This design comes from an exercise in tuning for small area, a short achievable clock period and few clock cycles on the open sky130 flow, not from production work.
Where RTL was checked, it was by simulation tests only, not by an equivalence proof against the original.

== rev 12 ==
==> flow/design.v <==
module aes_sbox (
    input  logic [7:0] a,
    output logic [7:0] y
);
    logic U0,U1,U2,U3,U4,U5,U6,U7;
    logic T1,T2,T3,T4,T5,T6,T7,T8,T9,T10,T11,T12,T13,T14,T15,T16,T17,T18,T19,T20,T21,T22,T23,T24,T25,T26,T27;
    logic M1,M2,M3,M4,M5,M6,M7,M8,M9,M10,M11,M12,M13,M14,M15,M16,M17,M18,M19,M20,M21,M22,M23,M24,M25,M26,M27,M28,M29,M30;
    logic M31,M32,M33,M34,M35,M36,M37,M38,M39,M40,M41,M42,M43,M44,M45,M46,M47,M48,M49,M50,M51,M52,M53,M54,M55,M56,M57,M58,M59,M60,M61,M62,M63;
    logic L0,L1,L2,L3,L4,L5,L6,L7,L8,L9,L10,L11,L12,L13,L14,L15,L16,L17,L18,L19,L20,L21,L22,L23,L24,L25,L26,L27,L28,L29;
    assign {U0,U1,U2,U3,U4,U5,U6,U7} = a;
    assign T1 = U0 ^ U3;
    assign T2 = U0 ^ U5;
    assign T3 = U0 ^ U6;
    assign T4 = U3 ^ U5;
    assign T5 = U4 ^ U6;
    assign T6 = T1 ^ T5;
    assign T7 = U1 ^ U2;
    assign T8 = U7 ^ T6;
    assign T9 = U7 ^ T7;
    assign T10 = T6 ^ T7;
    assign T11 = U1 ^ U5;
    assign T12 = U2 ^ U5;
    assign T13 = T3 ^ T4;
    assign T14 = T6 ^ T11;
    assign T15 = T5 ^ T11;
    assign T16 = T5 ^ T12;
    assign T17 = T9 ^ T16;
    assign T18 = U3 ^ U7;
    assign T19 = T7 ^ T18;
    assign T20 = T1 ^ T19;
    assign T21 = U6 ^ U7;
    assign T22 = T7 ^ T21;
    assign T23 = T2 ^ T22;
    assign T24 = T2 ^ T10;
    assign T25 = T20 ^ T17;
    assign T26 = T3 ^ T16;
    assign T27 = T1 ^ T12;
    assign M1 = T13 & T6;
    assign M2 = T23 & T8;
    assign M3 = T14 ^ M1;
    assign M4 = T19 & U7;
    assign M5 = M4 ^ M1;
    assign M6 = T3 & T16;
    assign M7 = T22 & T9;
    assign M8 = T26 ^ M6;
    assign M9 = T20 & T17;
    assign M10 = M9 ^ M6;
    assign M11 = T1 & T15;
    assign M12 = T4 & T27;
    assign M13 = M12 ^ M11;
    assign M14 = T2 & T10;
    assign M15 = M14 ^ M11;
    assign M16 = M3 ^ M2;
    assign M17 = M5 ^ T24;
    assign M18 = M8 ^ M7;
    assign M19 = M10 ^ M15;
    assign M20 = M16 ^ M13;
    assign M21 = M17 ^ M15;
    assign M22 = M18 ^ M13;
    assign M23 = M19 ^ T25;
    assign M24 = M22 ^ M23;
    assign M25 = M22 & M20;
    assign M26 = M21 ^ M25;
    assign M27 = M20 ^ M21;
    assign M28 = M23 ^ M25;
    assign M29 = M28 & M27;
    assign M30 = M26 & M24;
    assign M31 = M20 & M23;
    assign M32 = M27 & M31;
    assign M33 = M27 ^ M25;
    assign M34 = M21 & M22;
    assign M35 = M24 & M34;
    assign M36 = M24 ^ M25;
    assign M37 = M21 ^ M29;
    assign M38 = M32 ^ M33;
    assign M39 = M23 ^ M30;
    assign M40 = M35 ^ M36;
    assign M41 = M38 ^ M40;
    assign M42 = M37 ^ M39;
    assign M43 = M37 ^ M38;
    assign M44 = M39 ^ M40;
    assign M45 = M42 ^ M41;
    assign M46 = M44 & T6;
    assign M47 = M40 & T8;
    assign M48 = M39 & U7;
    assign M49 = M43 & T16;
    assign M50 = M38 & T9;
    assign M51 = M37 & T17;
    assign M52 = M42 & T15;
    assign M53 = M45 & T27;
    assign M54 = M41 & T10;
    assign M55 = M44 & T13;
    assign M56 = M40 & T23;
    assign M57 = M39 & T19;
    assign M58 = M43 & T3;
    assign M59 = M38 & T22;
    assign M60 = M37 & T20;
    assign M61 = M42 & T1;
    assign M62 = M45 & T4;
    assign M63 = M41 & T2;
    assign L0 = M61 ^ M62;
    assign L1 = M50 ^ M56;
    assign L2 = M46 ^ M48;
    assign L3 = M47 ^ M55;
    assign L4 = M54 ^ M58;
    assign L5 = M49 ^ M61;
    assign L6 = M62 ^ L5;
    assign L7 = M46 ^ L3;
    assign L8 = M51 ^ M59;
    assign L9 = M52 ^ M53;
    assign L10 = M53 ^ L4;
    assign L11 = M60 ^ L2;
    assign L12 = M48 ^ M51;
    assign L13 = M50 ^ L0;
    assign L14 = M52 ^ M61;
    assign L15 = M55 ^ L1;
    assign L16 = M56 ^ L0;
    assign L17 = M57 ^ L1;
    assign L18 = M58 ^ L8;
    assign L19 = M63 ^ L4;
    assign L20 = L0 ^ L1;
    assign L21 = L1 ^ L7;
    assign L22 = L3 ^ L12;
    assign L23 = L18 ^ L2;
    assign L24 = L15 ^ L9;
    assign L25 = L6 ^ L10;
    assign L26 = L7 ^ L9;
    assign L27 = L8 ^ L10;
    assign L28 = L11 ^ L14;
    assign L29 = L11 ^ L17;
    assign y[7] = L6 ^ L24;
    assign y[6] = ~(L16 ^ L26);
    assign y[5] = ~(L19 ^ L28);
    assign y[4] = L6 ^ L21;
    assign y[3] = L20 ^ L22;
    assign y[2] = L25 ^ L29;
    assign y[1] = ~(L13 ^ L27);
    assign y[0] = ~(L6 ^ L23);
endmodule
module aes_inv_key_sched (
    input  logic         clk,
    input  logic         rst_n,
    input  logic         clear,
    input  logic [127:0] key_in,
    input  logic         key_valid,
    output logic         key_ready,
    output logic [127:0] rk_out,
    output logic [3:0]   rk_round,
    output logic         rk_valid,
    input  logic         rk_ready,
    output logic         rk_last,
    output logic         busy
);
    logic [127:0] key_reg;
    logic [3:0]   ctr;
    logic         busy_q, ready_q, emit_q, last_q;
    logic         dir_q;    
    logic [31:0]  w0, w1, w2, w3;
    logic [31:0]  sbox_in, rot, sub, t;
    logic [7:0]   rcon;
    logic [31:0]  n0, n1, n2, n3, t_f;
    logic         e, f;
    assign w0 = key_reg[127:96];
    assign w1 = key_reg[95:64];
    assign w2 = key_reg[63:32];
    assign w3 = key_reg[31:0];
    assign sbox_in = w3 ^ ({32{dir_q}} & w2);
    assign rot     = {sbox_in[23:0], sbox_in[31:24]};
    for (genvar b = 0; b < 4; b++) begin : g_sbox
        aes_sbox u_sbox (
            .a (rot[8*b +: 8]),
            .y (sub[8*b +: 8])
        );
    end
    always_comb begin
        case (ctr)
            4'd1:    rcon = 8'h01;
            4'd2:    rcon = 8'h02;
            4'd3:    rcon = 8'h04;
            4'd4:    rcon = 8'h08;
            4'd5:    rcon = 8'h10;
            4'd6:    rcon = 8'h20;
            4'd7:    rcon = 8'h40;
            4'd8:    rcon = 8'h80;
            4'd9:    rcon = 8'h1b;
            4'd10:   rcon = 8'h36;
            default: rcon = 8'h00;
        endcase
    end
    assign t = sub ^ {rcon, 24'h000000};
    assign e   = !emit_q || rk_ready;
    assign f   = e && !dir_q;
    assign t_f = {32{f}} & t;
    assign n0 = w0 ^ ({32{e}} & t);
    assign n1 = w1 ^ ({32{e}} & w0) ^ t_f;
    assign n2 = w2 ^ ({32{e}} & w1) ^ ({32{f}} & n0);
    assign n3 = w3 ^ ({32{e}} & w2) ^ ({32{f}} & n1);
    always_ff @(posedge clk) key_reg <= busy_q ? {n0, n1, n2, n3} : key_in;
    always_ff @(posedge clk) begin
        if (!busy_q)                      ctr <= 4'd1;
        else if (!emit_q) begin
            if (ctr != 4'd10)             ctr <= ctr + 4'd1;
        end else if (rk_ready)            ctr <= ctr - 4'd1;
    end
    logic accept, fwd_done, rk_hs, done;
    assign accept   = !busy_q && key_valid;
    assign fwd_done = busy_q && !emit_q && (ctr == 4'd10);
    assign rk_hs    = emit_q && rk_ready;
    assign done     = rk_hs && (ctr == 4'd0);
    always_ff @(posedge clk) begin
        if (clear || !busy_q) dir_q <= 1'b0;
        else if (fwd_done)    dir_q <= 1'b1;
    end
    always_ff @(posedge clk or negedge rst_n) begin
        if (!rst_n) begin
            busy_q  <= 1'b0;
            ready_q <= 1'b1;
            emit_q  <= 1'b0;
            last_q  <= 1'b0;
        end else if (clear) begin
            busy_q  <= 1'b0;
            ready_q <= 1'b1;
            emit_q  <= 1'b0;
            last_q  <= 1'b0;
        end else begin
            if (accept) begin
                busy_q  <= 1'b1;
                ready_q <= 1'b0;
            end else if (done) begin
                busy_q  <= 1'b0;
                ready_q <= 1'b1;
            end
            if (fwd_done)  emit_q <= 1'b1;
            else if (done) emit_q <= 1'b0;
            if (rk_hs) last_q <= (ctr == 4'd1);
        end
    end
    assign key_ready = ready_q;
    assign busy      = busy_q;
    assign rk_valid  = emit_q;
    assign rk_last   = last_q;
    assign rk_out    = key_reg;
    assign rk_round  = ctr;
endmodule
Settings: LEC_CHECK=0, CAP_MARGIN=20, CORE_MARGIN=2, CORE_UTILIZATION=40, SLEW_MARGIN=20; clock period 25.0 ns.
standard.sh (not shown) runs the stock make flow with config.mk's settings and CLKGATE_MAP_FILE= SYNTH_SCRIPT=/design/flow/synth_recipe.tcl, a recipe that flattens the netlist after the stock synthesis.
==> flow/flow/run.sh <==
#!/bin/bash
# The standard layout (standard.sh), with these changes:
#  - synthesis maps logic with an area-oriented ABC script (flow/area.abc)
#    instead of ORFS's speed script; everything else in synthesis is as in
#    synth_recipe.tcl (same register mapping, flattening and renaming);
#  - the port buffers are buf_2 cells;
#  - repair_timing works to a setup margin of MARGIN ns (the SDC and its
#    clock period are unchanged).
set -euo pipefail
D=$(pwd)
MARGIN=$(cat flow/margin.txt)
{ cat flow/my_abc.tcl; cat synth_recipe.tcl; } > my_synth.tcl
sed 's#/synth_recipe.tcl#/my_synth.tcl#' standard.sh > my_standard.sh
export MY_ABC_SCRIPT=$D/flow/area.abc
export BUFFER_PORTS_ARGS="-buffer_cell sky130_fd_sc_hd__buf_2"
export SETUP_SLACK_MARGIN=$MARGIN
bash my_standard.sh > standard.log 2>&1
==> flow/flow/area.abc <==
strash
&get -n
&st
&dch -f
&nf -a -R 1000
&put
topo
stime -c
buffer -c
upsize -c
dnsize -c
==> flow/flow/margin.txt <==
18.5
==> flow/flow/my_abc.tcl <==
proc abc {args} {
  set i [lsearch -exact $args -script]
  if {$i >= 0 && [info exists ::env(MY_ABC_SCRIPT)]} { lset args [expr {$i+1}] $::env(MY_ABC_SCRIPT) }
  set j [lsearch -exact $args -D]
  if {$j >= 0 && [info exists ::env(MY_ABC_NO_D)]} { set args [lreplace $args $j [expr {$j+1}]] }
  yosys abc {*}$args
}
Testbench counts of rev 12, summed over its fixed seeds: cycles 7,040.
[inputs] rev 13 vs rev 12
diff --git a/flow/design.v b/flow/design.v
--- a/flow/design.v
+++ b/flow/design.v
@@ -155,17 +155,20 @@
     logic [3:0]   ctr;
     logic         busy_q, ready_q, emit_q, last_q;
     logic         dir_q;    
     logic [31:0]  w0, w1, w2, w3;
+    logic [31:0]  a1, a2, a3;
     logic [31:0]  sbox_in, rot, sub, t;
     logic [7:0]   rcon;
-    logic [31:0]  n0, n1, n2, n3, t_f;
-    logic         e, f;
+    logic [127:0] fwd_key, inv_key, nxt_key;
     assign w0 = key_reg[127:96];
     assign w1 = key_reg[95:64];
     assign w2 = key_reg[63:32];
     assign w3 = key_reg[31:0];
-    assign sbox_in = w3 ^ ({32{dir_q}} & w2);
+    assign a1 = w1 ^ w0;
+    assign a2 = w2 ^ w1;
+    assign a3 = w3 ^ w2;
+    assign sbox_in = dir_q ? a3 : w3;
     assign rot     = {sbox_in[23:0], sbox_in[31:24]};
     for (genvar b = 0; b < 4; b++) begin : g_sbox
         aes_sbox u_sbox (
             .a (rot[8*b +: 8]),
@@ -187,16 +190,23 @@
             default: rcon = 8'h00;
         endcase
     end
     assign t = sub ^ {rcon, 24'h000000};
-    assign e   = !emit_q || rk_ready;
-    assign f   = e && !dir_q;
-    assign t_f = {32{f}} & t;
-    assign n0 = w0 ^ ({32{e}} & t);
-    assign n1 = w1 ^ ({32{e}} & w0) ^ t_f;
-    assign n2 = w2 ^ ({32{e}} & w1) ^ ({32{f}} & n0);
-    assign n3 = w3 ^ ({32{e}} & w2) ^ ({32{f}} & n1);
-    always_ff @(posedge clk) key_reg <= busy_q ? {n0, n1, n2, n3} : key_in;
+    always_comb begin
+        logic [31:0] f0;
+        f0 = w0 ^ t;
+        fwd_key = {f0, a1 ^ t, a2 ^ f0, a3 ^ a1 ^ t};
+        inv_key = {f0, a1, a2, a3};
+    end
+    logic step;
+    assign step = !emit_q || rk_ready;
+    always_comb begin
+        if (!busy_q)   nxt_key = key_in;
+        else if (!step) nxt_key = key_reg;
+        else if (dir_q) nxt_key = inv_key;
+        else            nxt_key = fwd_key;
+    end
+    always_ff @(posedge clk) key_reg <= nxt_key;
     always_ff @(posedge clk) begin
         if (!busy_q)                      ctr <= 4'd1;
         else if (!emit_q) begin
             if (ctr != 4'd10)             ctr <= ctr + 4'd1;
Results
- The multi-input combinational cell count reported for rev 13 is smaller than that of rev 12 by 9.3%.
- Cell area after layout: rev 13 vs rev 12 up about 1.4%
- Global-route wire length before repair ends up higher on rev 12.
- [rev 13 vs rev 12] smallest setup slack after layout: lower in rev 13
- Global-route usage down 0.57 points in rev 13 wrt rev 12
- Critical path depth, rev 13 and rev 12: lower on rev 13
- Rev 12 reports its top layer used by detailed routing as met5 while rev 13 reports met4.
- Of rev 13 and rev 12, the higher layout overhead on the synthesized area belongs to rev 13.
The RTL of rev 13 was laid out without a check of its function.

static timing again, ports no longer ideal:
The results above use ideal ports. As a check the final layouts listed here were re-extracted and re-timed, cells and wires unchanged. Step 1, drivers: a clkbuf_16 drives clk and a buf_2 each remaining input, both assumed. Step 2 adds t to the input delays and takes it off the output delays; t is the mean of the earliest and latest rising clock arrival at the registers after step 1. Input paths then give back, and output paths get back, about the clock's delay inside the block. Three values: ideal, step 1, step 2; two values: the first two.
run | shift t [ns] | setup slack, ns | slew at the worst register clock pin (ns)
rev 12 | 0.486 | 18.621 / 18.622 / 18.162 | 0.07 / 0.07
rev 13 | 0.477 | 18.591 / 18.544 / 18.257 | 0.07 / 0.07
After both steps setup and hold are still met in every run listed. The setup slack of rev 12, which loses most, moves by +0.001 ns with the drivers and by -0.459 ns with both steps.
